What follows belongs to an exercise in optimizing a design on an open flow for small area and a short achievable clock period; a production flow would make more cautious choices.
In this exercise RTL edits were held to simulation tests only and were not proved equivalent to the original.
Power and IR drop assume default switching activity.

File: flow/design.v
package router_pkg;
    localparam int SRC_IDX   = 0;
    localparam int DST_IDX   = 1;
    localparam int SIZE_IDX  = 2;
    localparam int HDR_BYTES = 3;
    typedef enum logic [1:0] {
        WERR_OK   = 2'b00,
        WERR_FULL = 2'b01,
        WERR_LEN  = 2'b10
    } werr_e;
    function automatic logic [15:0] crc_offset(input logic [15:0] size);
        crc_offset = size + 16'(HDR_BYTES);
    endfunction
endpackage
import router_pkg::*;
module router_pkt_mem
#(
    parameter int CHANNELS  = 4,
    parameter int CH_SZ     = 2,
    parameter int DEPTH     = 4,
    parameter int PTR_SZ    = 2,
    parameter int WIDTH     = 11,
    parameter int UWIDTH    = 8,
    parameter int PTR_IN_SZ = 4
) (
    input  logic                 clk,
    input  logic                 rst,
    input  logic                 i_we,
    input  logic [CH_SZ-1:0]     i_wch,
    input  logic [PTR_SZ-1:0]    i_wslot,
    input  logic [PTR_IN_SZ-1:0] i_waddr,
    input  logic [UWIDTH-1:0]    i_wdata,
    input  logic                 i_rvalid,
    input  logic [CH_SZ-1:0]     i_rch,
    input  logic [PTR_SZ-1:0]    i_rslot,
    input  logic [PTR_IN_SZ-1:0] i_raddr,
    output logic [UWIDTH-1:0]    o_rdata,
    output logic [UWIDTH-1:0]    o_tail_size
);
    logic [UWIDTH-1:0] r_mem [CHANNELS][DEPTH][WIDTH];
    always_ff @(posedge clk) begin
        if (i_we) begin
            r_mem[i_wch][i_wslot][i_waddr] <= i_wdata;
        end
    end
    always_ff @(posedge clk) begin
        if (rst) begin
            o_rdata <= {UWIDTH{1'b0}};
        end else if (i_rvalid) begin
            o_rdata <= r_mem[i_rch][i_rslot][i_raddr];
        end else begin
            o_rdata <= {UWIDTH{1'b0}};
        end
    end
    assign o_tail_size = r_mem[i_wch][i_wslot][SIZE_IDX];
endmodule
import router_pkg::*;
module router_pkt_queue
#(
    parameter int CHANNELS  = 4,
    parameter int CH_SZ     = 2,
    parameter int DEPTH     = 4,
    parameter int PTR_SZ    = 2,
    parameter int WIDTH     = 11,
    parameter int UWIDTH    = 8,
    parameter int PTR_IN_SZ = 4
) (
    input  logic                 clk,
    input  logic                 rst,
    input  logic                 wen,
    input  logic [CH_SZ-1:0]     wch,
    input  logic [PTR_IN_SZ-1:0] waddr_in,
    input  logic [UWIDTH-1:0]    wdata,
    input  logic                 winc,
    input  logic [CH_SZ-1:0]     rch,
    input  logic [PTR_IN_SZ-1:0] raddr_in,
    input  logic                 rinc,
    output logic [UWIDTH-1:0]    rdata,
    output logic [CHANNELS-1:0]  wfull,
    output logic [CHANNELS-1:0]  rempty,
    output logic [1:0]           werr,
    output logic                 rerr,
    output logic [PTR_SZ:0]      rcount
);
    localparam logic [PTR_IN_SZ:0] L_WIDTH    = (PTR_IN_SZ+1)'(WIDTH);
    localparam logic [15:0]        L_MAX_SIZE = 16'(WIDTH - HDR_BYTES - 1);
    localparam logic [PTR_IN_SZ-1:0] L_SIZE_IDX = PTR_IN_SZ'(SIZE_IDX);
    logic [PTR_SZ:0]       r_wptr [CHANNELS];
    logic [PTR_SZ:0]       r_rptr [CHANNELS];
    logic [PTR_SZ:0]       w_wptr_nxt [CHANNELS];
    logic [PTR_SZ:0]       w_rptr_nxt [CHANNELS];
    logic [CHANNELS-1:0]   w_full;
    logic [CHANNELS-1:0]   w_empty;
    logic [CHANNELS-1:0]   w_full_nxt;
    logic [CHANNELS-1:0]   w_empty_nxt;
    logic [PTR_SZ:0]       w_rcount_nxt;
    router_pkg::werr_e     w_werr_nxt;
    logic                  w_rerr_nxt;
    logic [UWIDTH-1:0]     w_tail_size;
    logic [UWIDTH-1:0]     w_size_eff;
    logic                  w_len_bad;
    logic                  w_we;
    logic                  w_rvalid;
    always_comb begin
        for (int c = 0; c < CHANNELS; c++) begin
            w_full[c]  = (r_wptr[c] == {~r_rptr[c][PTR_SZ], r_rptr[c][PTR_SZ-1:0]});
            w_empty[c] = (r_wptr[c] == r_rptr[c]);
        end
    end
    assign w_we     = !rst && wen && !w_full[wch] && ({1'b0, waddr_in} < L_WIDTH);
    assign w_rvalid = ({1'b0, raddr_in} < L_WIDTH);
    assign w_size_eff = (wen && (waddr_in == L_SIZE_IDX)) ? wdata : w_tail_size;
    assign w_len_bad  = (16'(w_size_eff) > L_MAX_SIZE) ||
                        (16'(waddr_in) != (16'(w_size_eff) + 16'(HDR_BYTES)));
    always_comb begin
        for (int c = 0; c < CHANNELS; c++) begin
            w_wptr_nxt[c] = r_wptr[c];
            w_rptr_nxt[c] = r_rptr[c];
        end
        w_werr_nxt = WERR_OK;
        w_rerr_nxt = 1'b0;
        if (winc) begin
            if (w_full[wch]) begin
                w_werr_nxt = WERR_FULL;
            end else if (w_len_bad) begin
                w_werr_nxt = WERR_LEN;
            end else begin
                w_wptr_nxt[wch] = r_wptr[wch] + (PTR_SZ+1)'(1);
            end
        end else begin
            w_werr_nxt = WERR_OK;
        end
        if (rinc) begin
            if (w_empty[rch]) begin
                w_rerr_nxt = 1'b1;
            end else begin
                w_rptr_nxt[rch] = r_rptr[rch] + (PTR_SZ+1)'(1);
            end
        end else begin
            w_rerr_nxt = 1'b0;
        end
    end
    always_comb begin
        for (int c = 0; c < CHANNELS; c++) begin
            w_full_nxt[c]  = (w_wptr_nxt[c] ==
                              {~w_rptr_nxt[c][PTR_SZ], w_rptr_nxt[c][PTR_SZ-1:0]});
            w_empty_nxt[c] = (w_wptr_nxt[c] == w_rptr_nxt[c]);
        end
        w_rcount_nxt = w_wptr_nxt[rch] - w_rptr_nxt[rch];
    end
    always_ff @(posedge clk) begin
        if (rst) begin
            for (int c = 0; c < CHANNELS; c++) begin
                r_wptr[c] <= '0;
                r_rptr[c] <= '0;
            end
            wfull  <= {CHANNELS{1'b0}};
            rempty <= {CHANNELS{1'b1}};
            werr   <= 2'b00;
            rerr   <= 1'b0;
            rcount <= '0;
        end else begin
            for (int c = 0; c < CHANNELS; c++) begin
                r_wptr[c] <= w_wptr_nxt[c];
                r_rptr[c] <= w_rptr_nxt[c];
            end
            wfull  <= w_full_nxt;
            rempty <= w_empty_nxt;
            werr   <= w_werr_nxt;
            rerr   <= w_rerr_nxt;
            rcount <= w_rcount_nxt;
        end
    end
    router_pkt_mem #(
        .CHANNELS (CHANNELS),
        .CH_SZ    (CH_SZ),
        .DEPTH    (DEPTH),
        .PTR_SZ   (PTR_SZ),
        .WIDTH    (WIDTH),
        .UWIDTH   (UWIDTH),
        .PTR_IN_SZ(PTR_IN_SZ)
    ) u_mem (
        .clk        (clk),
        .rst        (rst),
        .i_we       (w_we),
        .i_wch      (wch),
        .i_wslot    (r_wptr[wch][PTR_SZ-1:0]),
        .i_waddr    (waddr_in),
        .i_wdata    (wdata),
        .i_rvalid   (w_rvalid),
        .i_rch      (rch),
        .i_rslot    (r_rptr[rch][PTR_SZ-1:0]),
        .i_raddr    (raddr_in),
        .o_rdata    (rdata),
        .o_tail_size(w_tail_size)
    );
endmodule
File: flow/config.mk
export PLATFORM = sky130hd
export DESIGN_NAME = router_pkt_queue
export DESIGN_NICKNAME = router_pkt_queue
export VERILOG_FILES = /design/flow/design.v
export SDC_FILE = /design/flow/constraint.sdc
export NUM_CORES = 4
export LEC_CHECK = 0
export CAP_MARGIN = 20
export CORE_MARGIN = 2
export CORE_UTILIZATION = 40
export SLEW_MARGIN = 20
File: flow/run.sh
#!/bin/bash
# synth_recipe.tcl (not shown) runs the flow's synth.tcl, then flattens the netlist and writes it again
# the make line also repeats each setting of config.mk as NAME=value (left out here)
make -C /OpenROAD-flow-scripts/flow DESIGN_CONFIG=/design/flow/config.mk WORK_HOME=/design/flow/orfs CLKGATE_MAP_FILE= SYNTH_SCRIPT=/design/flow/synth_recipe.tcl finish
File: flow/constraint.sdc
create_clock -name core_clock -period 10.0 [get_ports {clk}]
set_input_delay 2.0000 -clock core_clock [delete_from_list [all_inputs] [get_ports {clk}]]
set_output_delay 2.0000 -clock core_clock [all_outputs]
set_load 0.01 [all_outputs]
==> run notes <==
[state kept, by name (all words and copies together), names as in the netlist]
name and flops:
u_mem.r_mem 1408, r_rptr 12, r_wptr 12, wfull 4, werr 2, rempty 4
u_mem.o_rdata 8, rerr 1, rcount 3
[critical path: cells and delay by family]
family | cells | cell delay, ns
AOI/OAI and AO/OA | 13 | 2.53
xor gates and xnor gates | 2 | 0.40
and+or+nand+nor | 6 | 1.27
adders and majority gates | 7 | 1.99
buffers and inverters | 4 | 1.12
muxes | 3 | 0.93
[how the worst min path moves through the flow]
stage | startpoint | endpoint | slack, ns | cells past startpoint
floorplan | r_rptr[0][1] | r_rptr[0][1] | 0.50 | 2
global placement | r_rptr[0][1] | r_rptr[0][1] | 0.54 | 2
detailed placement | r_rptr[0][1] | r_rptr[0][1] | 0.54 | 2
CTS | r_rptr[0][1] | r_rptr[0][1] | 0.56 | 2
global route | r_rptr[0][1] | r_rptr[0][1] | 0.61 | 2
finish | r_rptr[0][1] | r_rptr[0][1] | 0.57 | 2
[layer usage]
metal	vias up	track usage
li1	18500	-
met1	24800	0.398
met2	3620	0.431
met3	676	0.0859
met4	8	0.142
met5	-	0
[power by group through the flow]
stage	logic (mW)	registers [mW]	clock network, mW
floorplan	1.61	6.83	0
global placement	3.10	6.83	0
detailed placement	3.10	6.83	0
CTS	3.11	6.70	5.89
global route	3.25	6.70	6.12
finish	3.20	6.70	5.84
[cells in the mapped netlist (31+ instances only)]
library cell	count
edfxtp_1	1408
mux4_2	611
nand2_1	361
nor2_1	308
mux2i_1	274
clkbuf_1	139
a21oi_1	118
o22ai_1	90
nand3_1	71
a211oi_1	56
buf_1	52
buf_2	50
dfxtp_1	46
ha_1	39
buf_4	36
a31oi_1	35
nor4_1	33
and2_1	31
inv_1	31
o21ai_0	31
[cell type report]
class,instances,area (µm²)
antenna,10,25.0
clock buffer,182,4060
clock inverter,104,1060
fill,14900,93100
inverter,32,133
multi-input combinational,2459,26200
sequential,1454,43200
tap,2340,2930
timing repair buffer,614,5270
[per-stage QoR]
| stage | hold WS [ns] | TNS (ns) | std cells | total power [mW] | worst slack [ns] |
|---|---|---|---|---|---|
| floorplan | 0.502 | 0 | 4252 | 8.45 | 0.0297 |
| global placement | 0.542 | -0.569 | 6896 | 9.93 | -0.493 |
| detailed placement | 0.545 | -0.528 | 6898 | 9.93 | -0.460 |
| CTS | 0.562 | 0 | 7184 | 15.7 | 0.387 |
| global route | 0.612 | 0 | 7187 | 16.1 | 0.00834 |
| finish | 0.573 | 0 | 7195 | 15.7 | 0.411 |
[cells by family after synthesis]
logic type / Yosys count / synth area share
xor+xnor: 58 / 0.00792
compound gates: 513 / 0.0502
buf+inv: 339 / 0.0246
fa+ha+maj: 45 / 0.00859
flops: 1454 / 0.610
simple gates: 926 / 0.0582
mux: 917 / 0.240
==> impl_results.md <==
* Clock-pin slew on the worst setup and hold paths at 0.06 ns
* Main flop type after synthesis: edfxtp_1
* Vias/cell at 6.61
* Syn_nets at 4322
* Die X at 425 µm
* Mean Syn Cell Area at 16.6 µm²
* YS warnings at 10
* Routed Antenna Nets at 0
* Die height at 425 µm
* Final setup vio count at 0
* I/O pin count at 47
* Commonest non-fill, non-tap cells in the layout: 1408 x edfxtp_1, 611 x mux4_2, 525 x buf_4, 356 x nand2_1, 295 x nor2_1
* WP data arrival at 10.30 ns
* R2r startpoint: r_wptr[3][0]
* Commonest non-fill, non-tap cell in the layout: edfxtp_1
* Cell Rows at 154
* RR Endpoint: rcount[2]
* DRT met1 WL at 100 mm
* Drt initial violations at 7873
* Critical Path End Type: flip-flop
* First-pass GRT wire length at 367 mm
* Post-synthesis cell type with the largest combined area: edfxtp_1
* Yosys reg bits at 1454
* Post-synth EDFFs at 1408
* Max VDD drop at 0.000170 V
* Crit path kind: primary input to flip-flop
* Sequential cell area fraction in the yosys report at 0.610
* Vias post-DR at 47600
* Root Driver: clkbuf_16
* TritonRoute pass-1 iters at 6
* IO buf count at 46
* CP Launch Type: primary input
* CTS tree: yes
* Gr ovfl total at 0
* Top layer in use: met5
* Total core area at 0.176 mm²
* Tmin final at 9.59 ns
* Clock Power Share at 0.371
* Post-CTS sizing at 0
* Clock skew at 0.0490 ns
* Die area at 0.180 mm²
* P_sw at 4.48 mW
* PwrDens at 190 mW/mm²
* Final Cell Area at 0.0829 mm²
* Period utilization at 0.959
* CTS Buf Count at 157
* Reg-to-reg setup timing slack at 2.14 ns
* Starting Density at 0.402
* Clk latency of the worst-skew pair at 0.84 ns
* Routed length on met3 at 33.6 mm
* Max H-tree Level at 4
* Number of global-route vias before repair at 45300
* Critical Path Slowest Stage Cell: clkdlybuf4s50_1
* Total GRT Usage at 0.293
* Flop pwr share at 0.426
* Largest fanout on the critical path at 16
* Cell mode on critical path: o21ai_0
* # DRC at 0
* Clock tree buffer depth at 3
* Fin util at 0.471
* Final GP Congestion at 1.02
* Mapped Cells at 4252
* Logic gate share of total power at 0.203
* Largest net degree at the start of global routing at 120
* Share of cells above drive strength 1 at 0.316
* Syn Std Cell Area at 0.0708 mm²
* RSZ-0062 raised after global routing: false
* Top post-synthesis cells by area: edfxtp_1 60%, mux4_2 19%, mux2i_1 3.9%, nand2_1 1.9%, nor2_1 1.6%
* Postcts setup bufs at 0
* CP endpoint: rcount[2]
* Peak Freq at 0.104 GHz
* Critical Path Source: wch[0]
* Critical Path RT at 10.71 ns
* Synth unique cells at 101
* LEAKAGE at 27.6 nW
* Outcome: finished clean
* Hold WC Path Type: flip-flop to flip-flop
* Clk sink count at 1454
* WL/cell at 36.9 µm
* Post-Route WL at 266 mm
* HPWL Detailed at 184 mm
* Initial antenna violation count at 17
* P_int at 11.3 mW
* Post-Place Cell Area at 0.0776 mm²
* Slew Viols, Final at 0
* Layout net count at 4788
* Critical path's largest stage delay at 0.61 ns
* Worst Tran Pin Value at 1.20 ns
* Net Sw Frac at 0.285
* Fraction of registers with async set/reset at 0
* Syn-to-layout area delta at 17.1%
* CTS Hold Buffers Added at 0
* Synth top area share at 0.597
* Rel. slew slack at 0.197
* Metal2 WL at 117 mm
* Register-to-Register Path Depth at 32
* Max-cap viol count at 0
* Final hold vios at 0

[re-timing with driven ports]
In the flow no input, the clock included, has a driving cell. The finished layout below was timed again as built, in two steps. Step 1, drivers: a clkbuf_16 drives clk and a buf_2 each remaining input, both assumed. Step 2 adds t to the input delays and takes it off the output delays; t is the mean of the earliest and latest rising clock arrival at the registers after step 1. Input paths then give back, and output paths get back, about the clock's delay inside the block. a / b / c = ideal ports / drivers / drivers and shift; a / b = the first two.
shift t [ns]: 0.911
setup WS [ns]: 0.411 / 0.469 / -0.442
hold slack, ns: 0.573 / 0.573 / 0.573
worst setup path after step 2: input to register
pins driven straight from the clock port: 1
Met with ideal ports but missed after step 2: setup timing in this run. The setup slack of this run moves by +0.058 ns with the drivers and by -0.853 ns with both steps.
